Context: an optimization exercise on an open-source flow, tuned for small area and a short achievable clock period. The choices shown serve that exercise and are no tape-out recipe. At most, simulation tests tie the RTL to the original design; equivalence was not proved. Only the layout flow was run in runs 1, 4 and 5; the RTL was not checked for function there. Power and IR drop assume default switching activity.

## flow/flow/run.sh

```bash
#!/bin/bash
# The standard layout, with plain buffers on the ports instead of the
# delay cells buffer_ports picks by default. Every port still gets a buffer.
set -euo pipefail
export BUFFER_PORTS_ARGS="-buffer_cell sky130_fd_sc_hd__buf_1"
bash standard.sh > standard.log 2>&1
```

## flow/constraint.sdc

```tcl
create_clock -name core_clock -period 4.1 [get_ports {clk}]
set_input_delay 0.8200 -clock core_clock [delete_from_list [all_inputs] [get_ports {clk}]]
set_output_delay 0.8200 -clock core_clock [all_outputs]
set_load 0.01 [all_outputs]
```

## flow/design.v

```verilog
`default_nettype none
package rvMemPkg;
    localparam int xlen = 64;
    localparam int maskWidth = xlen / 8;
    typedef logic [2:0] widthCode;
    localparam widthCode lb  = 3'b000;
    localparam widthCode lh  = 3'b001;
    localparam widthCode lw  = 3'b010;
    localparam widthCode ld  = 3'b011;
    localparam widthCode lbu = 3'b100;
    localparam widthCode lhu = 3'b101;
    localparam widthCode lwu = 3'b110;
    typedef union packed {
        logic [xlen-1:0] dword;
        logic [1:0][31:0] word;
        logic [3:0][15:0] half;
        logic [7:0][7:0] bytes;
    } memWord;
endpackage
`default_nettype wire
`default_nettype none
package platformPkg;
    localparam logic [63:0] mtimecmpAddr = 64'h0000_0000_0200_4000;
    localparam logic [63:0] mtimeAddr = 64'h0000_0000_0200_bff8;
    localparam logic [63:0] mtimecmpReset = '1;
endpackage
`default_nettype wire
`timescale 1ns/1ps
`default_nettype none
module accessControl (
    input  logic clk,
    input  logic arstN,
    input  logic reqValid,
    input  logic reqWrite,
    input  rvMemPkg::widthCode reqWidth,
    input  logic [rvMemPkg::xlen-1:0] reqAddr,
    input  logic [rvMemPkg::xlen-1:0] reqWdata,
    input  logic memStall,
    output logic busy,
    output logic done,
    output logic weMem,
    output logic reMem,
    output logic [rvMemPkg::xlen-1:0] heldAddr,
    output logic [rvMemPkg::xlen-1:0] heldWdata,
    output logic [rvMemPkg::maskWidth-1:0] heldMask,
    output logic [1:0] heldSize,
    output logic [2:0] loadBase,
    output logic [7:0] loadExtSel,
    output logic captureLoad,
    output logic timerRead,
    output logic timerReadMtime,             
    output logic timerReadMtimecmp,          
    output logic writeMtime,
    output logic writeMtimecmp,
    output logic acceptMtimecmpWrite,
    output logic [3:0] loadMtimecmp          
);
    logic accept;
    logic hitMtime;
    logic hitMtimecmp;
    logic isTimer;
    logic [rvMemPkg::xlen-1:0] fmtData;
    logic [rvMemPkg::maskWidth-1:0] fmtMask;
    logic atLeastHalf;
    logic atLeastWord;
    logic isDouble;
    logic [2:0] base;
    logic [2:0] top;
    logic signExt;
    logic [7:0] extSel;
    assign accept = reqValid && !busy;
    logic [2:0] notShared;
    logic notMtimecmpLow;
    logic notAcceptWrite;
    timerAddrMatch uMatch (
        .addr(reqAddr),
        .hitMtime(hitMtime),
        .hitMtimecmp(hitMtimecmp),
        .notShared(notShared),
        .notMtimecmpLow(notMtimecmpLow)
    );
    assign notAcceptWrite = !(reqValid && !busy && reqWrite);
    for (genvar j = 0; j < 4; j++) begin : gLoadCmp
        gateNor #(.N(5)) uLoad (
            .a({notShared, notMtimecmpLow, notAcceptWrite}),
            .y(loadMtimecmp[j])
        );
    end
    assign isTimer = hitMtime || hitMtimecmp;
    assign acceptMtimecmpWrite = accept && reqWrite && hitMtimecmp;
    storeFormatter uStoreFormatter (
        .size(reqWidth[1:0]),
        .offset(reqAddr[2:0]),
        .wdata(reqWdata),
        .fmtData(fmtData),
        .fmtMask(fmtMask)
    );
    assign atLeastHalf = (reqWidth[1:0] != 2'd0);
    assign atLeastWord = reqWidth[1];
    assign isDouble = (reqWidth[1:0] == 2'd3);
    assign base = reqAddr[2:0] & ~{isDouble, atLeastWord, atLeastHalf};
    assign top = base | {1'b0, atLeastWord, atLeastHalf};
    assign signExt = !reqWidth[2] && !isDouble;
    for (genvar k = 0; k < 8; k++) begin : gExtSel
        assign extSel[k] = signExt && (top == 3'(k));
    end
    always_ff @(posedge clk) begin
        if (!busy) begin
            loadBase <= base;
            loadExtSel <= extSel;
            heldAddr <= reqAddr;
            heldWdata <= fmtData;
            heldMask <= fmtMask;
            heldSize <= reqWidth[1:0];
        end
    end
    always_ff @(posedge clk or negedge arstN) begin
        if (!arstN) begin
            busy <= 1'b0;
            done <= 1'b0;
            weMem <= 1'b0;
            reMem <= 1'b0;
            timerReadMtime <= 1'b0;
            timerReadMtimecmp <= 1'b0;
            writeMtime <= 1'b0;
            writeMtimecmp <= 1'b0;
        end else begin
            busy <= accept || (busy && !done);
            done <= ((weMem || reMem) && !memStall) || timerRead || writeMtime || writeMtimecmp;
            weMem <= (accept && reqWrite && !isTimer) || (weMem && memStall);
            reMem <= (accept && !reqWrite && !isTimer) || (reMem && memStall);
            timerReadMtime <= accept && !reqWrite && hitMtime;
            timerReadMtimecmp <= accept && !reqWrite && hitMtimecmp;
            writeMtime <= accept && reqWrite && hitMtime;
            writeMtimecmp <= acceptMtimecmpWrite;
        end
    end
    assign timerRead = timerReadMtime || timerReadMtimecmp;
    assign captureLoad = (reMem && !memStall) || timerRead;
endmodule
module timerAddrMatch (
    input  logic [63:0] addr,
    output logic hitMtime,
    output logic hitMtimecmp,
    output logic [2:0] notShared,
    output logic notMtimecmpLow
);
    localparam logic [63:0] mtimeAddr = platformPkg::mtimeAddr;
    localparam logic [63:0] mtimecmpAddr = platformPkg::mtimecmpAddr;
    logic [15:0] sharedHit;
    logic [3:0] mtimeLowHit;
    logic [3:0] mtimecmpLowHit;
    logic notMtimeLow;
    for (genvar k = 4; k < 16; k++) begin : gShared
        nibbleMatch #(.K(mtimeAddr[4*k +: 4])) uNibble (
            .a(addr[4*k +: 4]),
            .y(sharedHit[k])
        );
    end
    assign sharedHit[3:0] = '0;
    for (genvar k = 0; k < 4; k++) begin : gLow
        nibbleMatch #(.K(mtimeAddr[4*k +: 4])) uMtime (
            .a(addr[4*k +: 4]),
            .y(mtimeLowHit[k])
        );
        nibbleMatch #(.K(mtimecmpAddr[4*k +: 4])) uMtimecmp (
            .a(addr[4*k +: 4]),
            .y(mtimecmpLowHit[k])
        );
    end
    for (genvar j = 0; j < 3; j++) begin : gSharedAnd
        gateNand #(.N(4)) uAnd (.a(sharedHit[4*j+4 +: 4]), .y(notShared[j]));
    end
    gateNand #(.N(4)) uMtimeAnd (.a(mtimeLowHit), .y(notMtimeLow));
    gateNand #(.N(4)) uMtimecmpAnd (.a(mtimecmpLowHit), .y(notMtimecmpLow));
    gateNor #(.N(4)) uMtimeHit (.a({notShared, notMtimeLow}), .y(hitMtime));
    gateNor #(.N(4)) uMtimecmpHit (.a({notShared, notMtimecmpLow}), .y(hitMtimecmp));
endmodule
module nibbleMatch #(
    parameter logic [3:0] K = 4'h0
) (
    input  logic [3:0] a,
    output logic y
);
    assign y = (a == K);
endmodule
`default_nettype wire
`timescale 1ns/1ps
`default_nettype none
module storeFormatter (
    input  logic [1:0] size,         
    input  logic [2:0] offset,
    input  logic [rvMemPkg::xlen-1:0] wdata,
    output logic [rvMemPkg::xlen-1:0] fmtData,
    output logic [rvMemPkg::maskWidth-1:0] fmtMask
);
    logic [7:0][3:0] pick;           
    storeSelects uSelects (
        .size(size),
        .offset(offset),
        .mask(fmtMask),
        .pick(pick)
    );
    storeLanes uLanes (
        .wdata(wdata),
        .pick(pick),
        .lanes(fmtData)
    );
endmodule
module storeSelects (
    input  logic [1:0] size,
    input  logic [2:0] offset,
    output logic [7:0] mask,
    output logic [7:0][3:0] pick
);
    logic isByte;
    logic isHalf;
    logic isWord;
    logic isDouble;
    assign isByte = (size == 2'd0);
    assign isHalf = (size == 2'd1);
    assign isWord = (size == 2'd2);
    assign isDouble = (size == 2'd3);
    always_comb begin
        for (int k = 0; k < 8; k++) begin
            mask[k] = isDouble ||
                      ((k[2] == offset[2]) &&
                       (size[1] ||
                        ((k[1] == offset[1]) &&
                         (size[0] || (k[0] == offset[0])))));
        end
    end
    always_comb begin
        for (int k = 0; k < 8; k++) begin
            pick[k][0] = mask[k] && (k[2:0] & (isByte ? 3'd0 : isHalf ? 3'd1 : isWord ? 3'd3 : 3'd7)) == 3'd0;
            pick[k][1] = mask[k] && (k[2:0] & (isHalf ? 3'd1 : isWord ? 3'd3 : 3'd7)) == 3'd1 && !isDouble && !isByte && k != 1;
            pick[k][2] = mask[k] && isWord && k >= 6;
        end
        pick[0] = 4'b0001;
        for (int k = 1; k < 8; k++) begin
            pick[k][3] = !(pick[k][0] || pick[k][1] || pick[k][2]);
        end
    end
endmodule
module storeLanes (
    input  logic [63:0] wdata,
    input  logic [7:0][3:0] pick,
    output logic [63:0] lanes
);
    logic [7:0][7:0] b;
    logic [7:0][7:0] lane;
    assign b = wdata;
    assign lane[0] = b[0];
    for (genvar k = 1; k < 8; k++) begin : gLane
        logic [7:0] deep;
        if (k == 6) begin : gByte2
            assign deep = b[2];
        end else begin : gByte3
            assign deep = b[3];
        end
        assign lane[k] = ({8{pick[k][0]}} & b[0]) |
                         ({8{pick[k][1]}} & b[1]) |
                         ({8{pick[k][2]}} & deep) |
                         ({8{pick[k][3]}} & b[k]);
    end
    assign lanes = lane;
endmodule
`default_nettype wire
`timescale 1ns/1ps
`default_nettype none
module loadAligner (
    input  logic clk,
    input  logic arstN,
    input  logic [2:0] base,                 
    input  logic [1:0] size,
    input  logic [7:0] extSel,               
    input  logic captureLoad,
    input  logic timerReadMtime,
    input  logic timerReadMtimecmp,
    input  logic [rvMemPkg::xlen-1:0] rdataMem,
    input  logic [rvMemPkg::xlen-1:0] mtime,
    input  logic [rvMemPkg::xlen-1:0] mtimecmp,
    output logic [rvMemPkg::xlen-1:0] rdData
);
    logic [7:0][7:0] memBytes;
    logic [7:0][7:0] mtimeBytes;
    logic [7:0][7:0] mtimecmpBytes;
    logic [7:0][7:0] memLane;
    logic timerRead;
    logic [7:0][7:0] lane;
    logic atLeastHalf;
    logic atLeastWord;
    logic isDouble;
    logic [7:0] memTops;
    logic [7:0] mtimeTops;
    logic [7:0] mtimecmpTops;
    logic memExt;
    logic timerExt;
    logic ext;
    logic [7:0][7:0] res;
    assign memBytes = rdataMem;
    assign mtimeBytes = mtime;
    assign mtimecmpBytes = mtimecmp;
    assign timerRead = timerReadMtime || timerReadMtimecmp;
    assign atLeastHalf = (size != 2'd0);
    assign atLeastWord = size[1];
    assign isDouble = (size == 2'd3);
    for (genvar k = 0; k < 8; k++) begin : gTops
        assign memTops[k] = rdataMem[8*k+7];
        assign mtimeTops[k] = mtime[8*k+7];
        assign mtimecmpTops[k] = mtimecmp[8*k+7];
    end
    assign memExt = |(extSel & memTops);
    assign timerExt = (timerReadMtimecmp && |(extSel & mtimecmpTops)) ||
                      (timerReadMtime && |(extSel & mtimeTops));
    assign ext = timerExt || (!timerRead && memExt);
    assign memLane[0] = memBytes[base];
    assign memLane[1] = memBytes[{base[2:1], 1'b1}];
    assign memLane[2] = memBytes[{base[2], 2'b10}];
    assign memLane[3] = memBytes[{base[2], 2'b11}];
    assign memLane[7:4] = memBytes[7:4];
    for (genvar k = 0; k < 8; k++) begin : gLane
        assign lane[k] = ({8{timerReadMtime}} & mtimeBytes[k]) |
                         ({8{timerReadMtimecmp}} & mtimecmpBytes[k]) |
                         ({8{!timerRead}} & memLane[k]);
    end
    assign res[0] = lane[0];
    assign res[1] = atLeastHalf ? lane[1] : {8{ext}};
    assign res[2] = atLeastWord ? lane[2] : {8{ext}};
    assign res[3] = atLeastWord ? lane[3] : {8{ext}};
    assign res[4] = isDouble ? lane[4] : {8{ext}};
    assign res[5] = isDouble ? lane[5] : {8{ext}};
    assign res[6] = isDouble ? lane[6] : {8{ext}};
    assign res[7] = isDouble ? lane[7] : {8{ext}};
    always_ff @(posedge clk or negedge arstN) begin
        if (!arstN) begin
            rdData <= '0;
        end else if (captureLoad) begin
            rdData <= res;
        end
    end
endmodule
`default_nettype wire
`timescale 1ns/1ps
`default_nettype none
module mmioTimer #(
    parameter int unsigned TimerStep = 1
) (
    input  logic clk,
    input  logic arstN,
    input  logic [rvMemPkg::xlen-1:0] reqWdata,
    input  logic busy,
    input  logic reqAddrBit3,                
    input  logic [3:0] loadMtimecmp,         
    input  logic writeMtime,                 
    input  logic writeMtimecmp,              
    input  logic [rvMemPkg::xlen-1:0] heldWdata,
    output logic [rvMemPkg::xlen-1:0] mtime,
    output logic [rvMemPkg::xlen-1:0] mtimecmp,
    output logic timerIrq
);
    localparam int xlen = rvMemPkg::xlen;
    logic [xlen-1:0] mtimeInc;
    logic mtimeAllOnes;
    logic [xlen-1:0] mtimeNext;
    logic [xlen-1:0] mtimecmpNext;
    logic [xlen-1:0] other;
    logic [7:0] halfNotGt;
    logic [7:0] halfNotLt;
    logic [7:0] heldNotGt;
    logic [7:0] heldNotLt;
    logic dataGt;
    logic dataLt;
    logic mtimeWasAllOnes;
    logic notIncEqCmp;
    logic notEqCmp;
    logic irqRest;
    logic irqStep;
    logic irqNext;
    timerIncrement uIncrement (
        .value(mtime),
        .inc(mtimeInc),
        .allOnes(mtimeAllOnes)
    );
    assign mtimeNext = writeMtime ? heldWdata :
                       ((TimerStep == 1) ? mtimeInc : mtime + xlen'(TimerStep));
    for (genvar j = 0; j < 4; j++) begin : gCmpNext
        assign mtimecmpNext[16*j +: 16] = loadMtimecmp[j] ? reqWdata[16*j +: 16] : mtimecmp[16*j +: 16];
    end
    assign other = reqAddrBit3 ? mtimecmp : mtime;
    compareFront uFront (
        .a(reqWdata),
        .b(other),
        .notGt(halfNotGt),
        .notLt(halfNotLt)
    );
    always_ff @(posedge clk) begin
        heldNotGt <= halfNotGt;
        heldNotLt <= halfNotLt;
        mtimeWasAllOnes <= mtimeAllOnes;
    end
    compareBack uBack (
        .notGtIn(heldNotGt),
        .notLtIn(heldNotLt),
        .gt(dataGt),
        .lt(dataLt)
    );
    incEqual uIncEqual (
        .value(mtime),
        .target(mtimecmp),
        .notIncEq(notIncEqCmp),
        .notEq(notEqCmp)
    );
    always_comb begin
        if (writeMtime) begin
            irqRest = !dataLt;
        end else if (writeMtimecmp) begin
            irqRest = !mtimeAllOnes && (!notEqCmp || (!mtimeWasAllOnes && !dataGt));
        end else begin
            irqRest = !mtimeAllOnes && timerIrq;
        end
    end
    irqJoin uJoin (
        .notIncEq(notIncEqCmp),
        .writeMtime(writeMtime),
        .rest(irqRest),
        .irq(irqStep)
    );
    assign irqNext = (TimerStep == 1) ? irqStep : (mtimeNext >= mtimecmp);
    always_ff @(posedge clk or negedge arstN) begin
        if (!arstN) begin
            mtime <= '0;
            mtimecmp <= platformPkg::mtimecmpReset;
            timerIrq <= 1'b0;
        end else begin
            mtime <= mtimeNext;
            mtimecmp <= mtimecmpNext;
            timerIrq <= irqNext;
        end
    end
endmodule
module timerIncrement (
    input  logic [63:0] value,
    output logic [63:0] inc,
    output logic allOnes
);
    logic [3:0][3:0][3:0] notRun;
    logic [3:0][3:0] notBlocks;
    logic [3:0] groupOnes;
    logic [3:0] notGroups;
    logic [63:0] carry;
    for (genvar a = 0; a < 4; a++) begin : gGroup
        for (genvar b = 0; b < 4; b++) begin : gBlock
            gateNand #(.N(1)) uRun0 (.a(value[16*a+4*b]), .y(notRun[a][b][0]));
            for (genvar c = 1; c < 4; c++) begin : gRun
                gateNand #(.N(c + 1)) uRun (
                    .a(value[16*a+4*b +: c + 1]),
                    .y(notRun[a][b][c])
                );
            end
        end
        assign notBlocks[a][0] = 1'b0;
        assign notBlocks[a][1] = notRun[a][0][3];
        gateOr #(.N(2)) uBlocks2 (
            .a({notRun[a][1][3], notRun[a][0][3]}),
            .y(notBlocks[a][2])
        );
        gateOr #(.N(3)) uBlocks3 (
            .a({notRun[a][2][3], notRun[a][1][3], notRun[a][0][3]}),
            .y(notBlocks[a][3])
        );
        gateNor #(.N(4)) uGroupOnes (
            .a({notRun[a][3][3], notRun[a][2][3], notRun[a][1][3], notRun[a][0][3]}),
            .y(groupOnes[a])
        );
    end
    assign notGroups[0] = 1'b0;
    gateNand #(.N(1)) uGroups1 (.a(groupOnes[0]), .y(notGroups[1]));
    gateNand #(.N(2)) uGroups2 (.a(groupOnes[1:0]), .y(notGroups[2]));
    gateNand #(.N(3)) uGroups3 (.a(groupOnes[2:0]), .y(notGroups[3]));
    gateAnd #(.N(4)) uAllOnes (.a(groupOnes), .y(allOnes));
    assign carry[0] = 1'b1;
    for (genvar i = 0; i < 63; i++) begin : gCarry
        localparam int a = i / 16;
        localparam int b = (i / 4) % 4;
        localparam int c = i % 4;
        if (a == 0 && b == 0) begin : gRunOnly
            gateNor #(.N(1)) uCarry (.a(notRun[a][b][c]), .y(carry[i+1]));
        end else if (a == 0) begin : gBlocksRun
            gateNor #(.N(2)) uCarry (
                .a({notBlocks[a][b], notRun[a][b][c]}),
                .y(carry[i+1])
            );
        end else if (b == 0) begin : gGroupsRun
            gateNor #(.N(2)) uCarry (
                .a({notGroups[a], notRun[a][b][c]}),
                .y(carry[i+1])
            );
        end else begin : gAll
            gateNor #(.N(3)) uCarry (
                .a({notGroups[a], notBlocks[a][b], notRun[a][b][c]}),
                .y(carry[i+1])
            );
        end
    end
    assign inc = value ^ carry;
endmodule
module compareFront (
    input  logic [63:0] a,
    input  logic [63:0] b,
    output logic [7:0] notGt,
    output logic [7:0] notLt
);
    logic [63:0] g0;
    logic [63:0] l0;
    logic [31:0] g1;
    logic [31:0] l1;
    logic [15:0] g2;
    logic [15:0] l2;
    assign g0 = a & ~b;
    assign l0 = ~a & b;
    for (genvar i = 0; i < 32; i++) begin : gL1
        compareNodePos uNode (
            .gtHigh(g0[2*i+1]), .ltHigh(l0[2*i+1]),
            .gtLow(g0[2*i]), .ltLow(l0[2*i]),
            .notGt(g1[i]), .notLt(l1[i])
        );
    end
    for (genvar i = 0; i < 16; i++) begin : gL2
        compareNodeNeg uNode (
            .notGtHigh(g1[2*i+1]), .notLtHigh(l1[2*i+1]),
            .notGtLow(g1[2*i]), .notLtLow(l1[2*i]),
            .gt(g2[i]), .lt(l2[i])
        );
    end
    for (genvar i = 0; i < 8; i++) begin : gL3
        compareNodePos uNode (
            .gtHigh(g2[2*i+1]), .ltHigh(l2[2*i+1]),
            .gtLow(g2[2*i]), .ltLow(l2[2*i]),
            .notGt(notGt[i]), .notLt(notLt[i])
        );
    end
endmodule
module compareBack (
    input  logic [7:0] notGtIn,
    input  logic [7:0] notLtIn,
    output logic gt,
    output logic lt
);
    logic [3:0] g4;
    logic [3:0] l4;
    logic [1:0] g5;
    logic [1:0] l5;
    for (genvar i = 0; i < 4; i++) begin : gL4
        compareNodeNeg uNode (
            .notGtHigh(notGtIn[2*i+1]), .notLtHigh(notLtIn[2*i+1]),
            .notGtLow(notGtIn[2*i]), .notLtLow(notLtIn[2*i]),
            .gt(g4[i]), .lt(l4[i])
        );
    end
    for (genvar i = 0; i < 2; i++) begin : gL5
        compareNodePos uNode (
            .gtHigh(g4[2*i+1]), .ltHigh(l4[2*i+1]),
            .gtLow(g4[2*i]), .ltLow(l4[2*i]),
            .notGt(g5[i]), .notLt(l5[i])
        );
    end
    compareNodeNeg uTop (
        .notGtHigh(g5[1]), .notLtHigh(l5[1]),
        .notGtLow(g5[0]), .notLtLow(l5[0]),
        .gt(gt), .lt(lt)
    );
endmodule
module compareNodePos (
    input  logic gtHigh,
    input  logic ltHigh,
    input  logic gtLow,
    input  logic ltLow,
    output logic notGt,
    output logic notLt
);
    assign notGt = !((gtHigh || gtLow) && !ltHigh);
    assign notLt = !((ltHigh || ltLow) && !gtHigh);
endmodule
module compareNodeNeg (
    input  logic notGtHigh,
    input  logic notLtHigh,
    input  logic notGtLow,
    input  logic notLtLow,
    output logic gt,
    output logic lt
);
    assign gt = !((notGtHigh && notGtLow) || !notLtHigh);
    assign lt = !((notLtHigh && notLtLow) || !notGtHigh);
endmodule
module incEqual (
    input  logic [63:0] value,
    input  logic [63:0] target,
    output logic notIncEq,
    output logic notEq
);
    logic [63:0] diff;
    xorVector #(.N(64)) uDiff (
        .a(value),
        .b(target),
        .y(diff)
    );
    incEqualTree uTree (
        .value(value),
        .diff(diff),
        .notIncEq(notIncEq),
        .notEq(notEq)
    );
endmodule
module incEqualTree (
    input  logic [63:0] value,
    input  logic [63:0] diff,
    output logic notIncEq,
    output logic notEq
);
    logic [63:0] below;
    logic [63:0] ok;
    logic [15:0] okA;
    logic [7:0] okB;
    logic [3:0] okC;
    logic [1:0] okD;
    logic [31:0] sameA;
    logic [7:0] sameB;
    logic [3:0] sameC;
    assign below = value & diff;
    for (genvar i = 0; i < 63; i++) begin : gStep
        assign ok[i] = (diff[i+1] == below[i]);
    end
    assign ok[63] = diff[0];
    for (genvar i = 0; i < 16; i++) begin : gOkA
        gateNand #(.N(4)) uGate (.a(ok[4*i +: 4]), .y(okA[i]));
    end
    for (genvar i = 0; i < 8; i++) begin : gOkB
        gateNor #(.N(2)) uGate (.a(okA[2*i +: 2]), .y(okB[i]));
    end
    for (genvar i = 0; i < 4; i++) begin : gOkC
        gateNand #(.N(2)) uGate (.a(okB[2*i +: 2]), .y(okC[i]));
    end
    for (genvar i = 0; i < 2; i++) begin : gOkD
        gateNor #(.N(2)) uGate (.a(okC[2*i +: 2]), .y(okD[i]));
    end
    gateNand #(.N(2)) uOk (.a(okD), .y(notIncEq));
    for (genvar i = 0; i < 32; i++) begin : gSameA
        gateNor #(.N(2)) uGate (.a(diff[2*i +: 2]), .y(sameA[i]));
    end
    for (genvar i = 0; i < 8; i++) begin : gSameB
        gateNand #(.N(4)) uGate (.a(sameA[4*i +: 4]), .y(sameB[i]));
    end
    for (genvar i = 0; i < 4; i++) begin : gSameC
        gateNor #(.N(2)) uGate (.a(sameB[2*i +: 2]), .y(sameC[i]));
    end
    gateNand #(.N(4)) uSame (.a(sameC), .y(notEq));
endmodule
module xorVector #(
    parameter int N = 64
) (
    input  logic [N-1:0] a,
    input  logic [N-1:0] b,
    output logic [N-1:0] y
);
    assign y = a ^ b;
endmodule
module irqJoin (
    input  logic notIncEq,
    input  logic writeMtime,
    input  logic rest,
    output logic irq
);
    assign irq = !(notIncEq || writeMtime) || rest;
endmodule
module gateNand #(
    parameter int N = 2
) (
    input  logic [N-1:0] a,
    output logic y
);
    assign y = !(&a);
endmodule
module gateNor #(
    parameter int N = 2
) (
    input  logic [N-1:0] a,
    output logic y
);
    assign y = !(|a);
endmodule
module gateOr #(
    parameter int N = 2
) (
    input  logic [N-1:0] a,
    output logic y
);
    assign y = |a;
endmodule
module gateAnd #(
    parameter int N = 2
) (
    input  logic [N-1:0] a,
    output logic y
);
    assign y = &a;
endmodule
`default_nettype wire
`timescale 1ns/1ps
`default_nettype none
module loadStoreUnit #(
    parameter int unsigned TimerStep = 1
) (
    input  logic clk,
    input  logic arstN,
    input  logic reqValid,
    input  logic reqWrite,
    input  rvMemPkg::widthCode reqWidth,
    input  logic [rvMemPkg::xlen-1:0] reqAddr,
    input  logic [rvMemPkg::xlen-1:0] reqWdata,
    input  logic [rvMemPkg::xlen-1:0] rdataMem,
    input  logic memStall,
    output logic busy,
    output logic done,
    output logic [rvMemPkg::xlen-1:0] rdData,
    output logic [rvMemPkg::xlen-1:0] address,
    output logic weMem,
    output logic reMem,
    output logic [rvMemPkg::xlen-1:0] wdataMem,
    output logic [rvMemPkg::maskWidth-1:0] wmaskMem,
    output logic timerIrq
);
    logic [rvMemPkg::xlen-1:0] heldAddr;
    logic [rvMemPkg::xlen-1:0] heldWdata;
    logic [rvMemPkg::maskWidth-1:0] heldMask;
    logic [1:0] heldSize;
    logic [2:0] loadBase;
    logic [7:0] loadExtSel;
    logic captureLoad;
    logic timerRead;
    logic timerReadMtime;
    logic timerReadMtimecmp;
    logic writeMtime;
    logic writeMtimecmp;
    logic acceptMtimecmpWrite;
    logic [3:0] loadMtimecmp;
    logic [rvMemPkg::xlen-1:0] mtime;
    logic [rvMemPkg::xlen-1:0] mtimecmp;
    accessControl uAccessControl (
        .clk(clk),
        .arstN(arstN),
        .reqValid(reqValid),
        .reqWrite(reqWrite),
        .reqWidth(reqWidth),
        .reqAddr(reqAddr),
        .reqWdata(reqWdata),
        .memStall(memStall),
        .busy(busy),
        .done(done),
        .weMem(weMem),
        .reMem(reMem),
        .heldAddr(heldAddr),
        .heldWdata(heldWdata),
        .heldMask(heldMask),
        .heldSize(heldSize),
        .loadBase(loadBase),
        .loadExtSel(loadExtSel),
        .captureLoad(captureLoad),
        .timerRead(timerRead),
        .timerReadMtime(timerReadMtime),
        .timerReadMtimecmp(timerReadMtimecmp),
        .writeMtime(writeMtime),
        .writeMtimecmp(writeMtimecmp),
        .acceptMtimecmpWrite(acceptMtimecmpWrite),
        .loadMtimecmp(loadMtimecmp)
    );
    loadAligner uLoadAligner (
        .clk(clk),
        .arstN(arstN),
        .base(loadBase),
        .size(heldSize),
        .extSel(loadExtSel),
        .captureLoad(captureLoad),
        .timerReadMtime(timerReadMtime),
        .timerReadMtimecmp(timerReadMtimecmp),
        .rdataMem(rdataMem),
        .mtime(mtime),
        .mtimecmp(mtimecmp),
        .rdData(rdData)
    );
    mmioTimer #(
        .TimerStep(TimerStep)
    ) uMmioTimer (
        .clk(clk),
        .arstN(arstN),
        .reqWdata(reqWdata),
        .busy(busy),
        .reqAddrBit3(reqAddr[3]),
        .loadMtimecmp(loadMtimecmp),
        .writeMtime(writeMtime),
        .writeMtimecmp(writeMtimecmp),
        .heldWdata(heldWdata),
        .mtime(mtime),
        .mtimecmp(mtimecmp),
        .timerIrq(timerIrq)
    );
    assign address = heldAddr;
    assign wdataMem = heldWdata;
    assign wmaskMem = heldMask;
endmodule
`default_nettype wire
```

## flow/config.mk

```make
export PLATFORM = sky130hd
export DESIGN_NAME = loadStoreUnit
export DESIGN_NICKNAME = loadStoreUnit
export VERILOG_FILES = /design/flow/design.v
export SDC_FILE = /design/flow/constraint.sdc
export NUM_CORES = 4
export LEC_CHECK = 0
export CAP_MARGIN = 20
export CORE_MARGIN = 2
export CORE_UTILIZATION = 55
export CTS_BUF_LIST = sky130_fd_sc_hd__clkbuf_8
export SETUP_SLACK_MARGIN = 1.8
export SLEW_MARGIN = 20
export SYNTH_HIERARCHICAL = 1
```

## flow/standard.sh

```bash
#!/bin/bash
# synth_recipe.tcl (not shown) runs the flow's synth.tcl, then flattens the netlist and writes it again
# the make line also repeats each setting of config.mk as NAME=value (left out here)
make -C /OpenROAD-flow-scripts/flow DESIGN_CONFIG=/design/flow/config.mk WORK_HOME=/design/flow/orfs CLKGATE_MAP_FILE= SYNTH_SCRIPT=/design/flow/synth_recipe.tcl "${@:-finish}"
```

==> results of run 1 <==
## layout by cell type (no fill, tap or decap), types with 19 or more instances in the layout
cell and n:
nand4_1 46, dfrtp_1 109, clkbuf_8 72, o21bai_1 86, dfstp_2 64, a22oi_1 156, buf_4 65, buf_1 397
o21ai_0 33, edfxtp_1 149, mux2_4 62, dfrtp_2 26, nor3_2 38, xor2_1 189, nor2_1 134, inv_1 45
mux2i_1 19, mux2_2 137, nand2_1 189, a311oi_2 30, a21boi_1 42, and2b_2 128
## final cells by class
type | count | area share (%)
Antenna cell | 2 | 0.01871
Clock buffer | 72 | 3.704
Clock inverter | 50 | 1.309
Inverter | 30 | 0.4489
Multi-Input combinational cell | 1526 | 45.88
Sequential cell | 367 | 37.24
Tap cell | 532 | 2.488
Timing Repair Buffer | 493 | 8.913
## routing by layer
metal | track usage (%) | wire length, um | up-vias
met2 | 57.02 | 36520 | 1091
met4 | 16.64 | 3722 | 2
met5 | 0 | 18 | -
li1 | - | - | 8382
met1 | 50.95 | 33610 | 9467
met3 | 7.818 | 7809 | 197
## state kept, by name (all words and copies together) (netlist names)
name	flops
uAccessControl.heldWdata	64
uMmioTimer.mtime	64
uAccessControl.reMem	1
uMmioTimer.heldNotLt	8
uMmioTimer.mtimeWasAllOnes	1
uAccessControl.loadBase	3
uAccessControl.writeMtime	1
uMmioTimer.mtimecmp	64
uAccessControl.done	1
uAccessControl.timerReadMtimecmp	1
uAccessControl.loadExtSel	8
uAccessControl.timerReadMtime	1
uMmioTimer.timerIrq	1
uAccessControl.writeMtimecmp	1
uAccessControl.weMem	1
uMmioTimer.heldNotGt	8
uAccessControl.busy	1
uLoadAligner.rdData	64
uAccessControl.heldSize	2
uAccessControl.heldAddr	64
uAccessControl.heldMask	8
## metrics by stage
stage / setup slack (ns) / cell area (um2) / instances / hold WS (ns) / power [uW]
after floorplan: 1.080 / 22950 / 2036 / 0.4857 / 6633
after global placement: 0.9226 / 24720 / 2902 / 0.4476 / 7850
after detailed placement: 0.7828 / 24720 / 2902 / 0.4476 / 7895
after CTS: 1.777 / 26340 / 3041 / 0.3415 / 11510
after global routing: 1.759 / 26750 / 3070 / 0.3617 / 11970
final: 1.777 / 26760 / 3072 / 0.3314 / 11500
## how the worst max path moves through the flow
stage | startpoint | to | slack [ns]
after floorplan | uAccessControl.busy | uAccessControl.heldAddr[0] | 1.08
after global placement | reqWidth[0] | uAccessControl.heldWdata[29] | 0.92
after detailed placement | reqWidth[0] | uAccessControl.heldWdata[61] | 0.78
after CTS | reqAddr[57] | uMmioTimer.mtimecmp[53] | 1.78
after global routing | reqAddr[30] | uMmioTimer.mtimecmp[63] | 1.76
final | reqAddr[24] | uMmioTimer.mtimecmp[61] | 1.78
## power groups by stage
stage / logic (uW) / clock network, uW / registers (uW)
after detailed placement: 2560 / 0 / 5330
after floorplan: 1160 / 0 / 5470
after global routing: 2850 / 3800 / 5320
after global placement: 2530 / 0 / 5320
final: 2640 / 3600 / 5260
after CTS: 2620 / 3630 / 5250
## worst register-to-register path: cells and delay by family (launching register included)
family / cells / cell delay (ns)
AO/OA/AOI/OAI: 3 / 1.07
AND/OR/NAND/NOR: 3 / 0.48
flip-flops: 1 / 0.64
## repair_timing
| action | 4_1_cts | 5_1_grt |
|---|---|---|
| endpoints found under the setup margin | 219 | 143 |
| pin swaps | 8 | 17 |
| cloned | 0 | 2 |
| setup buffers | 17 | 27 |
| resized for setup | 36 | 52 |
==> impl_metrics.py, run 1 <==
metrics = {
    "grt": {
        "antenna_found_initial": 2,
        "grt_max_degree": 86,
        "grt_pass1_wl_um": 116100,
        "grt_usage_pct": 37.18,
        "grt-ovfl-total": 0,
        "grt_pass1_vias": 18230,
    },
    "cells_and_area": {
        "fill_cells": 3352,
        "final_util_pct": 65.68,
        "layout-drive-gt1-share_pct": 29.83,
        "multiInputGateArea_um2": 12270,
        "regArea_um2": 9965,
        "nets": 2690,
        "syn2layout_area_growth_pct": 18.27,
    },
    "setup_path": {
        "r2r_start": "uAccessControl.timerReadMtime",
        "cp_top_family": "simple AND/OR/NAND/NOR gates",
        "cp.arrival_ns": 2.88,
        "cp_max_fo": 8,
        "cp-end-kind": "register",
        "worst-path-buf-inv": 3,
        "path_depth": 8,
        "reg2reg_to": "uLoadAligner.rdData[30]",
        "reg2reg_slack_ns": 1.81,
        "critPathMaxStageDelay_ns": 0.53,
        "cp_cell_sequence": "buf_1 -> nor4b_2 -> nand4_1 -> buf_6 -> or4_4 -> nor2_4 -> clkbuf_16 -> mux2_4",
        "startpoint_type": "input pin",
        "reg2regPathDepth": 6,
        "crit_type": "in -> reg",
        "worst_ep_required_time_ns": 4.66,
        "crit_slowest_cell": "or4_4",
    },
    "power_and_ir_drop": {
        "powerDensity_nw_per_um2": 429.9,
        "combinationalPowerShare_pct": 23.0,
        "p_int_uw": 7556,
        "p_leak_uw": 0.01109,
        "p_switching_uw": 3946,
        "switching_share_pct": 34.31,
        "p_clk_share_pct": 31.3,
        "peakVddDrop_uv": 476.2,
        "power.share.sequential_pct": 45.8,
    },
    "timing": {
        "timing.final.crit_share_pct": 56.65,
        "hold_viol": 0,
        "setup_viol": 0,
        "fmax_mhz": 430.5,
        "skew_ns": 0.04886,
        "tightest_slew_ns": 1.135,
        "relSlewSlack_pct": 24.33,
        "rsz0062_at_grt": "true",
        "finalMaxSlewViolations": 0,
        "tns_ns": 0,
        "period_minus_slack_ns": 2.323,
    },
    "floorplan": {
        "dieArea_um2": 42770,
        "die-width_um": 206.8,
        "core_area_um2": 40740,
        "core.rowCount": 74,
        "die_h_um": 206.8,
        "start_util_pct": 55.53,
        "pin_count": 405,
    },
    "clock_network": {
        "clock_path_buffers": 3,
        "cts_buffers": 66,
        "cts_tree": "built",
        "clkLatencyLatePin_ns": 0.66,
        "htree_num_levels": 3,
        "clk_pin_slew_worst_paths_ns": 0.06,
        "hold_buffers": 0,
        "root_buffer": "clkbuf_8",
        "cts_sinks": 367,
    },
    "synthesis": {
        "netlist_area_um2": 22620,
        "synth_area_per_cell_um2": 11.15,
        "ys_warn_count": 10,
        "synthCells": 2028,
    },
    "outcome": {
        "status": "complete, no violations",
    },
    "route": {
        "num_vias": 19140,
        "drc": 0,
        "drtIter0Drc": 1889,
        "wire_per_inst_um": 26.59,
        "routed_via_density": 6.230,
        "wirelength_um": 81680,
        "ant_nets": 0,
        "dr.pass1.iters": 6,
    },
    "min_path": {
        "hold_class": "in -> async",
    },
    "placement": {
        "hpwl_um": 59820,
        "io_buffers": 404,
        "globalplace.congestion": 0.9604,
    },
    "job": {
        "drv_cap": 0,
    },
}
==> run 2: changes to the inputs <==
--- a/flow/design.v
+++ b/flow/design.v
@@ -55,3 +55,3 @@
     output logic acceptMtimecmpWrite,
-    output logic [3:0] loadMtimecmp          
+    output logic [3:0] notLoadMtimecmp       
 );
@@ -83,5 +83,8 @@
     for (genvar j = 0; j < 4; j++) begin : gLoadCmp
-        gateNor #(.N(5)) uLoad (
-            .a({notShared, notMtimecmpLow, notAcceptWrite}),
-            .y(loadMtimecmp[j])
+        localparam int r = j % 3;
+        cmpLoadGate uLoad (
+            .notShared({notShared[(r+2)%3], notShared[(r+1)%3], notShared[r]}),
+            .notLow(j < 2 ? notMtimecmpLow : notAcceptWrite),
+            .notAccept(j < 2 ? notAcceptWrite : notMtimecmpLow),
+            .notLoad(notLoadMtimecmp[j])
         );
@@ -178,2 +181,14 @@
 endmodule
+module cmpLoadGate (
+    input  logic [2:0] notShared,
+    input  logic notLow,
+    input  logic notAccept,
+    output logic notLoad
+);
+    logic sharedHigh;
+    logic rest;
+    gateNor #(.N(2)) uA (.a(notShared[1:0]), .y(sharedHigh));
+    gateNor #(.N(3)) uB (.a({notShared[2], notLow, notAccept}), .y(rest));
+    gateNand #(.N(2)) uY (.a({sharedHigh, rest}), .y(notLoad));
+endmodule
 module nibbleMatch #(
@@ -219,6 +234,9 @@
     logic isDouble;
-    assign isByte = (size == 2'd0);
-    assign isHalf = (size == 2'd1);
-    assign isWord = (size == 2'd2);
-    assign isDouble = (size == 2'd3);
+    sizeDecode uSize (
+        .size(size),
+        .isByte(isByte),
+        .isHalf(isHalf),
+        .isWord(isWord),
+        .isDouble(isDouble)
+    );
     always_comb begin
@@ -227,5 +245,5 @@
                       ((k[2] == offset[2]) &&
-                       (size[1] ||
+                       (isWord ||
                         ((k[1] == offset[1]) &&
-                         (size[0] || (k[0] == offset[0])))));
+                         (isHalf || (k[0] == offset[0])))));
         end
@@ -244,2 +262,14 @@
 endmodule
+module sizeDecode (
+    input  logic [1:0] size,
+    output logic isByte,
+    output logic isHalf,
+    output logic isWord,
+    output logic isDouble
+);
+    assign isByte = (size == 2'd0);
+    assign isHalf = (size == 2'd1);
+    assign isWord = (size == 2'd2);
+    assign isDouble = (size == 2'd3);
+endmodule
 module storeLanes (
@@ -353,3 +383,3 @@
     input  logic reqAddrBit3,                
-    input  logic [3:0] loadMtimecmp,         
+    input  logic [3:0] notLoadMtimecmp,      
     input  logic writeMtime,                 
@@ -387,3 +417,3 @@
     for (genvar j = 0; j < 4; j++) begin : gCmpNext
-        assign mtimecmpNext[16*j +: 16] = loadMtimecmp[j] ? reqWdata[16*j +: 16] : mtimecmp[16*j +: 16];
+        assign mtimecmpNext[16*j +: 16] = notLoadMtimecmp[j] ? mtimecmp[16*j +: 16] : reqWdata[16*j +: 16];
     end
@@ -745,3 +775,3 @@
     logic acceptMtimecmpWrite;
-    logic [3:0] loadMtimecmp;
+    logic [3:0] notLoadMtimecmp;
     logic [rvMemPkg::xlen-1:0] mtime;
@@ -774,3 +804,3 @@
         .acceptMtimecmpWrite(acceptMtimecmpWrite),
-        .loadMtimecmp(loadMtimecmp)
+        .notLoadMtimecmp(notLoadMtimecmp)
     );
@@ -798,3 +828,3 @@
         .reqAddrBit3(reqAddr[3]),
-        .loadMtimecmp(loadMtimecmp),
+        .notLoadMtimecmp(notLoadMtimecmp),
         .writeMtime(writeMtime),
==> run 2 against run 1 <==
  * Highest routed layer unchanged
  * Worst setup slack improved by 0.063 ns
  * Synthesized area up 0.14%
  * Die area rose by 0.14%
  * Synthesized cell count rose by 0.20%
  * Largest power group unchanged
  * Flip-flop and latch count unchanged
  * Clock skew shrank 0.0084 ns
  * Largest cell class unchanged
==> impl_metrics.py, run 2 <==
metrics = {
    "floorplan": {
        "dieArea_um2": 42830,
        "pin_count": 405,
        "core.rowCount": 74,
        "die_h_um": 206.9,
        "start_util_pct": 55.61,
        "die-width_um": 206.9,
        "core_area_um2": 40740,
    },
    "synthesis": {
        "synth_area_per_cell_um2": 11.15,
        "ys_warn_count": 10,
        "synthCells": 2032,
        "netlist_area_um2": 22650,
    },
    "timing": {
        "rsz0062_at_grt": "false",
        "tns_ns": 0,
        "fmax_mhz": 442.4,
        "hold_viol": 0,
        "setup_viol": 0,
        "finalMaxSlewViolations": 0,
        "relSlewSlack_pct": 28.45,
        "tightest_slew_ns": 1.073,
        "skew_ns": 0.04049,
        "timing.final.crit_share_pct": 55.13,
        "period_minus_slack_ns": 2.260,
        "setup_ws_ns": 1.840,
    },
    "cells_and_area": {
        "fin_area_um2": 26370,
        "final_common_cell": "buf_1",
        "nets": 2688,
        "syn2layout_area_growth_pct": 16.40,
        "final_cell_mix": "buf_1, mux2_2, nand2_1",
        "layout-drive-gt1-share_pct": 30.32,
    },
    "grt": {
        "antenna_found_initial": 4,
        "grt_usage_pct": 36.95,
        "grt-ovfl-total": 0,
        "grt_max_degree": 102,
        "grt_pass1_vias": 18050,
        "grt_pass1_wl_um": 115800,
    },
    "setup_path": {
        "reg2reg_to": "uMmioTimer.mtime[31]",
        "worstSetupEndpoint": "uMmioTimer.mtime[31]",
        "r2r_start": "uMmioTimer.mtime[3]",
        "critPathMaxStageDelay_ns": 0.44,
        "reg2reg_slack_ns": 1.84,
        "reg2regPathDepth": 9,
        "crit_slowest_cell": "dfrtp_2",
        "cp-end-kind": "register",
        "cp.arrival_ns": 2.78,
        "startpoint_type": "register",
        "worst_ep_required_time_ns": 4.62,
        "cpMostUsedCell": "buf_4",
        "cp_cell_sequence": "nand4_1 -> buf_4 -> nor4_2 -> buf_4 -> clkinvlp_4 -> buf_4 -> nor3_2 -> xor2_1 -> mux2_2",
        "crit_type": "reg -> reg",
        "cp_max_fo": 9,
        "crit_start": "uMmioTimer.mtime[3]",
    },
    "placement": {
        "globalplace.congestion": 0.9553,
        "dpl_worst_slack_ns": 0.8600,
        "hpwl_um": 59760,
        "io_buffers": 404,
        "place_area_um2": 24540,
    },
    "route": {
        "routed_via_density": 6.243,
        "num_vias": 19200,
        "drc": 0,
        "ant_nets": 0,
        "drtIter0Drc": 1962,
        "wire_per_inst_um": 26.34,
        "wirelength_um": 81020,
        "dr.pass1.iters": 6,
    },
    "power_and_ir_drop": {
        "combinationalPowerShare_pct": 22.7,
        "peakVddDrop_uv": 387.4,
        "p_switching_uw": 4016,
        "powerDensity_nw_per_um2": 438.2,
        "p_int_uw": 7539,
        "power.share.sequential_pct": 45.8,
        "p_leak_uw": 0.01102,
        "switching_share_pct": 34.75,
        "p_clk_share_pct": 31.4,
    },
    "clock_network": {
        "htree_num_levels": 3,
        "root_buffer": "clkbuf_8",
        "hold_buffers": 0,
        "clock_path_buffers": 3,
        "cts_buffers": 68,
        "clk_pin_slew_worst_paths_ns": 0.07,
        "cts_tree": "built",
        "cts_sinks": 367,
        "clkLatencyLatePin_ns": 0.65,
    },
    "job": {
        "drv_cap": 0,
    },
    "outcome": {
        "status": "complete, no violations",
    },
    "min_path": {
        "hold_class": "in -> async",
    },
}
-- run 2: layout make-up --
cell class	instances	area (um2)
timing repair buffer	492	2281
clock inverter	42	232.7
fill	3423	14370
inverter	30	120.1
clock buffer	83	1142
multi-input combinational	1529	11950
tap	532	665.6
antenna	1	2.502
sequential	367	9973
-- run 2: how the worst min path moves through the flow --
stage | startpoint | end | slack (ns) | cells past startpoint
after CTS | arstN | uLoadAligner.rdData[16] | 0.14 | 1
after global placement | uAccessControl.heldWdata[6] | uMmioTimer.mtime[6] | 0.49 | 1
after global routing | arstN | uLoadAligner.rdData[27] | 0.17 | 1
final | arstN | uLoadAligner.rdData[23] | 0.17 | 1
after floorplan | uAccessControl.writeMtimecmp | uAccessControl.done | 0.49 | 2
after detailed placement | uAccessControl.heldWdata[4] | uMmioTimer.mtime[4] | 0.50 | 1
-- run 2: power groups by stage --
stage / combinational [uW] / clock, uW / sequential (uW)
finish: 2630 / 3630 / 5290
global route: 2850 / 3840 / 5350
CTS: 2570 / 3680 / 5300
detailed placement: 2560 / 0 / 5350
global placement: 2520 / 0 / 5350
floorplan: 1160 / 0 / 5470
-- run 2: per-stage QoR --
step	cells	utilization (%)	total power, uW	hold WS [ns]
finish	3076	64.72	11550	0.1690
global route	3075	64.72	12040	0.1717
CTS	3044	63.92	11550	0.1397
detailed placement	2911	60.23	7911	0.4999
global placement	2911	60.23	7871	0.4867
floorplan	2040	-	6634	0.4857
-- run 2: metal layers --
layer	track usage [%]	up-vias	wire length [um]
met4	16.41	8	3581
met5	0	-	56
met1	49.24	9542	33210
li1	-	8373	-
met2	56.82	1072	36070
met3	9.639	207	8103
-- run 2: what timing repair did --
action | CTS | global route
pin swaps | 7 | 4
resized for setup | 27 | 33
gates cloned | 1 | 0
setup endpoints to repair | 179 | 145
setup buffers | 7 | 31
-- run 2: critical path, delay by kind of cell, from the launching register on --
kind / cells / cell delay (ns)
buffers and inverters: 4 / 0.78
and+or+nand+nor: 3 / 0.53
DFF: 1 / 0.44
muxes: 1 / 0.27
xor gates and xnor gates: 1 / 0.10
==> run 3: changes to the inputs <==
--- a/flow/config.mk
+++ b/flow/config.mk
@@ -11,2 +11,4 @@
 export CTS_BUF_LIST = sky130_fd_sc_hd__clkbuf_8
+export CTS_CLUSTER_DIAMETER = 70
+export CTS_CLUSTER_SIZE = 12
 export SETUP_SLACK_MARGIN = 1.8
==> run 3 against run 2 <==
  * Via count decreased by 2.0%
  * Sequential share of layout area increased by 0.88 points
  * Critical path type unchanged
  * Total power decreased by 10%
==> impl_metrics.py, run 3 <==
metrics = {
    "outcome": {
        "status": "complete, no violations",
    },
    "grt": {
        "grt_pass1_vias": 17630,
        "grt_usage_pct": 36.65,
        "grt_max_degree": 102,
        "antenna_found_initial": 2,
        "grt-ovfl-total": 0,
        "grt_pass1_wl_um": 114700,
    },
    "route": {
        "drtIter0Drc": 1875,
        "wire_per_inst_um": 26.55,
        "ant_nets": 0,
        "routed_via_density": 6.220,
        "num_vias": 18820,
        "drc": 0,
        "wirelength_um": 80340,
        "dr.pass1.iters": 6,
    },
    "clock_network": {
        "hold_buffers": 0,
        "clock_path_buffers": 3,
        "cts_buffers": 37,
        "clkLatencyLatePin_ns": 0.65,
        "cts_tree": "built",
        "clk_pin_slew_worst_paths_ns": 0.09,
        "cts_sinks": 367,
        "root_buffer": "clkbuf_8",
        "htree_num_levels": 2,
    },
    "setup_path": {
        "cp.arrival_ns": 2.75,
        "startpoint_type": "register",
        "cp_max_fo": 15,
        "cp-end-kind": "register",
        "worst_ep_required_time_ns": 4.62,
        "crit_type": "reg -> reg",
    },
    "cells_and_area": {
        "regArea_um2": 9976,
        "multiInputGateArea_um2": 11960,
        "syn2layout_area_growth_pct": 13.78,
        "final_util_pct": 63.26,
        "final_cell_mix": "buf_1, mux2_2, nand2_1",
        "nets": 2662,
        "final_common_cell": "buf_1",
        "layout-drive-gt1-share_pct": 29.06,
        "fill_cells": 3479,
    },
    "placement": {
        "globalplace.congestion": 0.9553,
        "io_buffers": 404,
        "hpwl_um": 59760,
    },
    "power_and_ir_drop": {
        "p_leak_uw": 0.01070,
        "peakVddDrop_uv": 379.9,
        "powerDensity_nw_per_um2": 403.3,
    },
    "timing": {
        "fmax_mhz": 448.7,
        "skew_ns": 0.03202,
        "relSlewSlack_pct": 23.34,
        "fin_hold_ws_ns": 0.1681,
        "setup_viol": 0,
        "rsz0062_at_grt": "true",
        "tightest_slew_ns": 1.150,
        "timing.final.crit_share_pct": 54.36,
        "tns_ns": 0,
        "finalMaxSlewViolations": 0,
        "period_minus_slack_ns": 2.229,
        "hold_viol": 0,
    },
    "floorplan": {
        "dieArea_um2": 42830,
        "die-width_um": 206.9,
        "die_h_um": 206.9,
        "core_area_um2": 40740,
        "core.rowCount": 74,
        "pin_count": 405,
        "start_util_pct": 55.61,
    },
    "synthesis": {
        "synth_area_per_cell_um2": 11.15,
        "synthCells": 2032,
        "ys_warn_count": 10,
        "netlist_area_um2": 22650,
    },
    "min_path": {
        "hold_class": "in -> async",
    },
    "job": {
        "drv_cap": 0,
    },
}
## run 3: layer usage
metal	global-route usage [%]	vias to the layer above	wire length, um
met5	0	-	0
met4	14.56	0	3447
met3	8.210	184	8282
met2	57.06	1046	36120
met1	49.81	9296	32500
li1	-	8296	-
## run 3: critical path: stages, from the launching register on
cell and delay [ns]:
dfrtp_1 0.48, nand4_1 0.14, buf_4 0.21, nor4_4 0.24, buf_4 0.18, nand3_2 0.08
buf_4 0.22, nor3_2 0.16, xor2_1 0.11, mux2_2 0.28
## run 3: final cells by class
type | instances | area share, %
Antenna cell | 3 | 0.02913
Clock buffer | 38 | 2.029
Clock inverter | 30 | 0.7962
Inverter | 30 | 0.4660
Multi-Input combinational cell | 1529 | 46.40
Sequential cell | 367 | 38.71
Tap cell | 532 | 2.583
Timing Repair Buffer | 497 | 8.996
## run 3: report_power, final
part / leakage (uW) / internal (uW) / switching (uW)
logic: 0.00643 / 901 / 1760
registers: 0.00382 / 4730 / 542
clock network: 0.000449 / 1070 / 1400
total: 0.0107 / 6690 / 3700
## run 3: path summary, 6_finish.rpt
path	start	end	slack, ns	cells past startpoint
max	uMmioTimer.mtime[34]	uMmioTimer.mtime[55]	1.87	9
min	arstN	uLoadAligner.rdData[30]	0.17	1
max reg2reg	uMmioTimer.mtime[34]	uMmioTimer.mtime[55]	1.87	9
min reg2reg	uAccessControl.heldWdata[4]	uMmioTimer.mtime[4]	0.51	1
max in group asynchronous	arstN	uMmioTimer.mtime[44]	2.96	2
min in group core_clock	reqAddr[35]	uAccessControl.heldAddr[35]	0.40	1
## run 3: through the flow
stage | total power, uW | cells | cell area, um2 | worst slack [ns]
6_report | 10390 | 3026 | 25770 | 1.871
3_5_place_dp | 7911 | 2911 | 24540 | 0.8600
4_1_cts | 10360 | 2991 | 25420 | 1.751
3_3_place_gp | 7871 | 2911 | 24540 | 0.9790
5_1_grt | 10850 | 3023 | 25770 | 1.799
2_1_floorplan | 6634 | 2040 | 22700 | 1.080
## run 3: timing repair
item                                    CTS  global route
pin swaps                                 7             3
endpoints found under the setup margin  179           168
cloned                                    1             0
gates resized for setup                  28            35
buffers inserted                         11            32
==> run 4: changes to the inputs <==
--- a/flow/design.v
+++ b/flow/design.v
@@ -211,21 +211,2 @@
 );
-    logic [7:0][3:0] pick;           
-    storeSelects uSelects (
-        .size(size),
-        .offset(offset),
-        .mask(fmtMask),
-        .pick(pick)
-    );
-    storeLanes uLanes (
-        .wdata(wdata),
-        .pick(pick),
-        .lanes(fmtData)
-    );
-endmodule
-module storeSelects (
-    input  logic [1:0] size,
-    input  logic [2:0] offset,
-    output logic [7:0] mask,
-    output logic [7:0][3:0] pick
-);
     logic isByte;
@@ -234,2 +215,4 @@
     logic isDouble;
+    logic [7:0][7:0] b;
+    logic [7:0][7:0] lane;
     sizeDecode uSize (
@@ -243,20 +226,24 @@
         for (int k = 0; k < 8; k++) begin
-            mask[k] = isDouble ||
-                      ((k[2] == offset[2]) &&
-                       (isWord ||
-                        ((k[1] == offset[1]) &&
-                         (isHalf || (k[0] == offset[0])))));
-        end
-    end
-    always_comb begin
-        for (int k = 0; k < 8; k++) begin
-            pick[k][0] = mask[k] && (k[2:0] & (isByte ? 3'd0 : isHalf ? 3'd1 : isWord ? 3'd3 : 3'd7)) == 3'd0;
-            pick[k][1] = mask[k] && (k[2:0] & (isHalf ? 3'd1 : isWord ? 3'd3 : 3'd7)) == 3'd1 && !isDouble && !isByte && k != 1;
-            pick[k][2] = mask[k] && isWord && k >= 6;
-        end
-        pick[0] = 4'b0001;
-        for (int k = 1; k < 8; k++) begin
-            pick[k][3] = !(pick[k][0] || pick[k][1] || pick[k][2]);
+            fmtMask[k] = isDouble ||
+                         ((k[2] == offset[2]) &&
+                          (isWord ||
+                           ((k[1] == offset[1]) &&
+                            (isHalf || (k[0] == offset[0])))));
         end
     end
+    assign b = wdata;
+    assign lane[0] = b[0];
+    assign lane[1] = (fmtMask[1] && isByte) ? b[0] : b[1];
+    assign lane[2] = (fmtMask[2] && (isByte || isHalf)) ? b[0] : b[2];
+    assign lane[3] = (fmtMask[3] && isByte) ? b[0] :
+                     (fmtMask[3] && isHalf) ? b[1] : b[3];
+    assign lane[4] = (fmtMask[4] && !isDouble) ? b[0] : b[4];
+    assign lane[5] = (fmtMask[5] && isByte) ? b[0] :
+                     (fmtMask[5] && (isHalf || isWord)) ? b[1] : b[5];
+    assign lane[6] = (fmtMask[6] && (isByte || isHalf)) ? b[0] :
+                     (fmtMask[6] && isWord) ? b[2] : b[6];
+    assign lane[7] = (fmtMask[7] && isByte) ? b[0] :
+                     (fmtMask[7] && isHalf) ? b[1] :
+                     (fmtMask[7] && isWord) ? b[3] : b[7];
+    assign fmtData = lane;
 endmodule
@@ -274,25 +261,2 @@
 endmodule
-module storeLanes (
-    input  logic [63:0] wdata,
-    input  logic [7:0][3:0] pick,
-    output logic [63:0] lanes
-);
-    logic [7:0][7:0] b;
-    logic [7:0][7:0] lane;
-    assign b = wdata;
-    assign lane[0] = b[0];
-    for (genvar k = 1; k < 8; k++) begin : gLane
-        logic [7:0] deep;
-        if (k == 6) begin : gByte2
-            assign deep = b[2];
-        end else begin : gByte3
-            assign deep = b[3];
-        end
-        assign lane[k] = ({8{pick[k][0]}} & b[0]) |
-                         ({8{pick[k][1]}} & b[1]) |
-                         ({8{pick[k][2]}} & deep) |
-                         ({8{pick[k][3]}} & b[k]);
-    end
-    assign lanes = lane;
-endmodule
 `default_nettype wire
==> run 4 against run 3 <==
  * Highest routed layer is now met5
  * Non-clock buffer count fell by 32
  * Still clean on timing, DRC and antenna
  * Register-to-register slack worse by 0.06 ns
  * Critical path depth is 3 lower
  * Largest power group unchanged
  * Core utilization rose by 0.93 points
==> impl_metrics.py, run 4 <==
metrics = {
    "clock_network": {
        "root_buffer": "clkbuf_8",
        "hold_buffers": 0,
        "cts_buffers": 37,
        "clock_path_buffers": 3,
        "cts_tree": "built",
        "clk_pin_slew_worst_paths_ns": 0.09,
        "htree_num_levels": 2,
        "cts_sinks": 367,
        "clkLatencyLatePin_ns": 0.63,
    },
    "setup_path": {
        "startpoint_type": "register",
        "cp-end-kind": "register",
        "reg2regPathDepth": 6,
        "path_depth": 6,
        "worst-path-buf-inv": 1,
        "cp.arrival_ns": 2.81,
        "cp_max_fo": 7,
        "crit_type": "reg -> reg",
        "worst_ep_required_time_ns": 4.62,
        "critPathMaxStageDelay_ns": 0.46,
        "cp_top_family": "simple AND/OR/NAND/NOR gates",
        "cp_cell_sequence": "nand4_1 -> buf_4 -> or3_1 -> nor2_1 -> xor2_1 -> mux2_2",
        "crit_slowest_cell": "dfrtp_2",
    },
    "timing": {
        "relSlewSlack_pct": 29.46,
        "hold_viol": 0,
        "tightest_slew_ns": 1.057,
        "setup_ws_ns": 1.808,
        "tns_ns": 0,
        "period_minus_slack_ns": 2.292,
        "timing.final.crit_share_pct": 55.90,
        "skew_ns": 0.03203,
        "fmax_mhz": 436.4,
        "rsz0062_at_grt": "true",
        "setup_viol": 0,
        "finalMaxSlewViolations": 0,
    },
    "power_and_ir_drop": {
        "p_int_uw": 6616,
        "peakVddDrop_uv": 516.9,
        "switching_share_pct": 35.39,
        "combinationalPowerShare_pct": 26.0,
        "p_leak_uw": 0.01068,
        "power.share.sequential_pct": 51.0,
        "powerDensity_nw_per_um2": 399.6,
        "p_switching_uw": 3624,
        "p_clk_share_pct": 23.0,
    },
    "route": {
        "routed_via_density": 6.190,
        "wire_per_inst_um": 26.82,
        "drc": 0,
        "dr.pass1.iters": 8,
        "wirelength_um": 78680,
        "drtIter0Drc": 1743,
        "num_vias": 18160,
        "ant_nets": 0,
    },
    "synthesis": {
        "synth_area_per_cell_um2": 11.42,
        "synthCells": 1960,
        "netlist_area_um2": 22390,
        "ys_warn_count": 10,
    },
    "floorplan": {
        "die_h_um": 205.8,
        "dieArea_um2": 42340,
        "die-width_um": 205.8,
        "start_util_pct": 56.10,
        "pin_count": 405,
        "core_area_um2": 39910,
        "core.rowCount": 73,
    },
    "grt": {
        "antenna_found_initial": 3,
        "grt-ovfl-total": 0,
        "grt_usage_pct": 36.68,
        "grt_pass1_wl_um": 112800,
        "grt_max_degree": 105,
        "grt_pass1_vias": 17460,
    },
    "min_path": {
        "hold_class": "in -> async",
    },
    "placement": {
        "hpwl_um": 57800,
        "dpl_worst_slack_ns": 0.8001,
        "globalplace.congestion": 1.006,
        "io_buffers": 404,
    },
    "job": {
        "drv_cap": 0,
    },
    "cells_and_area": {
        "layout-drive-gt1-share_pct": 30.83,
        "final_cell_mix": "buf_1, mux2_2, xor2_1",
        "final_common_cell": "buf_1",
        "syn2layout_area_growth_pct": 14.43,
        "nets": 2578,
    },
    "outcome": {
        "status": "complete, no violations",
    },
}
run 4: worst paths after layout:
kind                                               end  slack (ns)                 from
setup reg to reg                  uMmioTimer.mtime[16]        1.81  uMmioTimer.mtime[2]
setup / recovery                  uMmioTimer.mtime[16]        1.81  uMmioTimer.mtime[2]
min in group core_clock    uAccessControl.heldAddr[25]        0.39          reqAddr[25]
hold reg to reg                    uAccessControl.busy        0.49  uAccessControl.done
max in group asynchronous      uMmioTimer.mtimecmp[47]        2.81                arstN
hold / removal                 uLoadAligner.rdData[37]        0.34                arstN
run 4: per-layer routing:
metal / global-route usage, % / vias to the layer above / share of wire (%)
met3: 7.254 / 171 / 9.8
li1: - / 7983 / -
met1: 49.28 / 8996 / 40
met2: 57.67 / 1010 / 45
met5: 0 / - / 0.017
met4: 16.25 / 2 / 4.5
run 4: area by class of cell:
type	instances	area, um2
Clock inverter	24	96.34
Tap cell	525	656.9
Fill cell	3198	14290
Inverter	33	127.6
Sequential cell	367	9958
Antenna cell	2	5.005
Timing Repair Buffer	465	2086
Multi-Input combinational cell	1474	12090
Clock buffer	44	605.6
run 4: power by group through the flow:
| stage | Combinational, uW | Sequential [uW] | Clock [uW] |
|---|---|---|---|
| 2_1_floorplan | 1160 | 5500 | 0 |
| 3_3_place_gp | 2600 | 5270 | 0 |
| 3_5_place_dp | 2630 | 5290 | 0 |
| 4_1_cts | 2650 | 5220 | 2380 |
| 5_1_grt | 2870 | 5290 | 2510 |
| 6_report | 2660 | 5230 | 2350 |
run 4: what timing repair did:
action / 4_1_cts / 5_1_grt
buffers inserted: 9 / 11
resized for setup: 25 / 26
endpoints found under the setup margin: 201 / 142
gates cloned: 1 / 0
pin swaps: 10 / 4
run 4: stage by stage:
step / std cells / util [%] / cell area, um2 / hold slack [ns] / total power, uW
final: 2934 / 64.19 / 25620 / 0.3388 / 10240
after global routing: 2932 / 64.18 / 25620 / 0.3855 / 10670
after CTS: 2921 / 63.84 / 25480 / 0.3487 / 10260
after detailed placement: 2843 / 61.59 / 24580 / 0.4566 / 7919
after global placement: 2843 / 61.59 / 24580 / 0.4669 / 7878
after floorplan: 1960 / - / 22580 / 0.4857 / 6660
==> run 5: changes to the inputs <==
--- a/flow/design.v
+++ b/flow/design.v
@@ -48,2 +48,3 @@
     output logic [7:0] loadExtSel,
+    output logic [2:0] loadSource,           
     output logic captureLoad,
@@ -113,2 +114,3 @@
             loadExtSel <= extSel;
+            loadSource <= {hitMtimecmp, hitMtime, !isTimer};
             heldAddr <= reqAddr;
@@ -273,2 +275,3 @@
     input  logic timerReadMtimecmp,
+    input  logic [2:0] source,               
     input  logic [rvMemPkg::xlen-1:0] rdataMem,
@@ -307,5 +310,5 @@
     assign memExt = |(extSel & memTops);
-    assign timerExt = (timerReadMtimecmp && |(extSel & mtimecmpTops)) ||
-                      (timerReadMtime && |(extSel & mtimeTops));
-    assign ext = timerExt || (!timerRead && memExt);
+    assign timerExt = (source[2] && |(extSel & mtimecmpTops)) ||
+                      (source[1] && |(extSel & mtimeTops));
+    assign ext = timerExt || (source[0] && memExt);
     assign memLane[0] = memBytes[base];
@@ -316,5 +319,5 @@
     for (genvar k = 0; k < 8; k++) begin : gLane
-        assign lane[k] = ({8{timerReadMtime}} & mtimeBytes[k]) |
-                         ({8{timerReadMtimecmp}} & mtimecmpBytes[k]) |
-                         ({8{!timerRead}} & memLane[k]);
+        assign lane[k] = ({8{source[1]}} & mtimeBytes[k]) |
+                         ({8{source[2]}} & mtimecmpBytes[k]) |
+                         ({8{source[0]}} & memLane[k]);
     end
@@ -732,2 +735,3 @@
     logic [7:0] loadExtSel;
+    logic [2:0] loadSource;
     logic captureLoad;
@@ -761,2 +765,3 @@
         .loadExtSel(loadExtSel),
+        .loadSource(loadSource),
         .captureLoad(captureLoad),
@@ -779,2 +784,3 @@
         .timerReadMtimecmp(timerReadMtimecmp),
+        .source(loadSource),
         .rdataMem(rdataMem),
==> run 5 against run 4 <==
  * Die area grew 0.84%
  * Sequential share of layout area shrank 0.17 points
  * Flip-flop and latch count grew 3
  * Via count grew 1.1%
  * Total power grew 6.2%
  * Synthesized cell count grew 2.9%
  * Critical path depth grew 1
  * Critical endpoint is now uMmioTimer.mtime[54]
  * Wire length shrank 1.0%
  * Clock-buffer cell count shrank 5
  * Non-clock buffer count grew 15
==> impl_metrics.py, run 5 <==
metrics = {
    "outcome": {
        "status": "complete, no violations",
    },
    "route": {
        "drc": 0,
        "wirelength_um": 77860,
        "wire_per_inst_um": 25.85,
        "drtIter0Drc": 1760,
        "routed_via_density": 6.094,
        "num_vias": 18350,
        "ant_nets": 0,
        "dr.pass1.iters": 9,
    },
    "cells_and_area": {
        "final_cell_mix": "buf_1, mux2_2, xor2_1",
        "syn2layout_area_growth_pct": 15.07,
        "final_common_cell": "buf_1",
        "layout-drive-gt1-share_pct": 29.71,
        "nets": 2647,
        "instances_no_fill": 3012,
    },
    "power_and_ir_drop": {
        "powerDensity_nw_per_um2": 418.4,
        "p_leak_uw": 0.01114,
        "peakVddDrop_uv": 347.2,
    },
    "setup_path": {
        "startpoint_type": "register",
        "crit_type": "reg -> reg",
        "cp-end-kind": "register",
        "worst_ep_required_time_ns": 4.61,
        "cp.arrival_ns": 2.85,
        "cp_max_fo": 9,
    },
    "grt": {
        "grt-ovfl-total": 0,
        "grt_pass1_wl_um": 111700,
        "grt_max_degree": 128,
        "grt_pass1_vias": 17380,
        "antenna_found_initial": 4,
        "grt_usage_pct": 35.83,
    },
    "timing": {
        "skew_ns": 0.03110,
        "fin_hold_ws_ns": 0.2601,
        "tns_ns": 0,
        "setup_viol": 0,
        "hold_viol": 0,
        "timing.final.crit_share_pct": 57.02,
        "period_minus_slack_ns": 2.338,
        "fmax_mhz": 427.7,
        "finalMaxSlewViolations": 0,
        "rsz0062_at_grt": "true",
        "setup_ws_ns": 1.762,
        "relSlewSlack_pct": 31.12,
        "tightest_slew_ns": 1.033,
    },
    "min_path": {
        "hold_class": "in -> async",
    },
    "clock_network": {
        "clk_pin_slew_worst_paths_ns": 0.09,
        "clkLatencyLatePin_ns": 0.65,
        "htree_num_levels": 2,
        "cts_sinks": 370,
        "clock_path_buffers": 3,
        "cts_buffers": 38,
        "cts_tree": "built",
        "root_buffer": "clkbuf_8",
    },
    "floorplan": {
        "die_h_um": 206.6,
        "core_area_um2": 40650,
        "dieArea_um2": 42700,
        "pin_count": 405,
        "core.rowCount": 74,
        "die-width_um": 206.6,
        "start_util_pct": 55.56,
    },
    "placement": {
        "dp.cells": 2902,
        "io_buffers": 404,
        "globalplace.congestion": 0.9751,
        "dpl_worst_slack_ns": 0.8261,
        "hpwl_um": 58360,
    },
    "synthesis": {
        "ys_warn_count": 10,
        "synthCells": 2017,
        "netlist_area_um2": 22580,
        "synth_area_per_cell_um2": 11.20,
    },
    "job": {
        "drv_cap": 0,
    },
}
-- run 5: final timing paths --
kind | from | to | slack, ns | cells past startpoint
min in group core_clock | reqAddr[25] | uAccessControl.heldAddr[25] | 0.38 | 1
min | arstN | uMmioTimer.mtime[35] | 0.26 | 1
min reg2reg | uAccessControl.done | uAccessControl.busy | 0.51 | 1
max | uMmioTimer.mtime[40] | uMmioTimer.mtime[54] | 1.76 | 7
max reg2reg | uMmioTimer.mtime[40] | uMmioTimer.mtime[54] | 1.76 | 7
max in group asynchronous | arstN | uMmioTimer.mtimecmp[31] | 2.92 | 2
-- run 5: power by group --
| part | switching (uW) | total [uW] | internal [uW] |
|---|---|---|---|
| combinational | 2130 | 3140 | 1010 |
| sequential | 509 | 5330 | 4820 |
| clock | 1420 | 2400 | 975 |
| total | 4060 | 10900 | 6810 |
-- run 5: metal layers --
layer / routed length [um] / part of all wire, % / vias to the layer above / track usage, %
li1: - / - / 8200 / -
met1: 33110 / 43 / 9148 / 50.23
met3: 7063 / 9.1 / 128 / 7.363
met2: 35280 / 45 / 874 / 55.57
met4: 2395 / 3.1 / 4 / 11.99
met5: 22 / 0.028 / - / 0
-- run 5: what timing repair did --
| item | in CTS | in global routing |
|---|---|---|
| hold buffers | 0 | 0 |
| gates resized for setup | 43 | 22 |
| gates cloned | 1 | 1 |
| pin swaps | 10 | 8 |
| setup buffers | 13 | 22 |
| setup endpoints to repair | 214 | 180 |
-- run 5: area by class of cell --
class	count	area (um2)
Timing Repair Buffer	480	2251
Sequential cell	370	10050
Antenna cell	3	7.507
Inverter	34	131.4
Multi-Input combinational cell	1523	12170
Clock inverter	31	172.7
Tap cell	532	665.6
Fill cell	3391	14660
Clock buffer	39	536.8
-- run 5: worst max-delay path: stages (launching register included) --
cell and delay (ns):
dfrtp_1 0.56, nand4_1 0.29, nor4_4 0.34, buf_4 0.22, nand3_4 0.19, nor3_2 0.23
xor2_1 0.10, mux2_2 0.28
-- run 5: stage by stage --
stage	power [uW]	area [um2]	utilization [%]
after detailed placement	8459	24740	60.87
after global placement	8415	24740	60.87
after global routing	11340	25980	63.93
after floorplan	7020	22770	-
after CTS	10870	25710	63.25
final	10870	25990	63.93

Setup slack of run 5, layout unchanged: 1.762 ns with ideal ports, 1.762 ns with driving cells assumed (clock clkbuf_16, inputs buf_2), 1.210 ns with port delays also shifted by the 0.687 ns mid clock arrival.
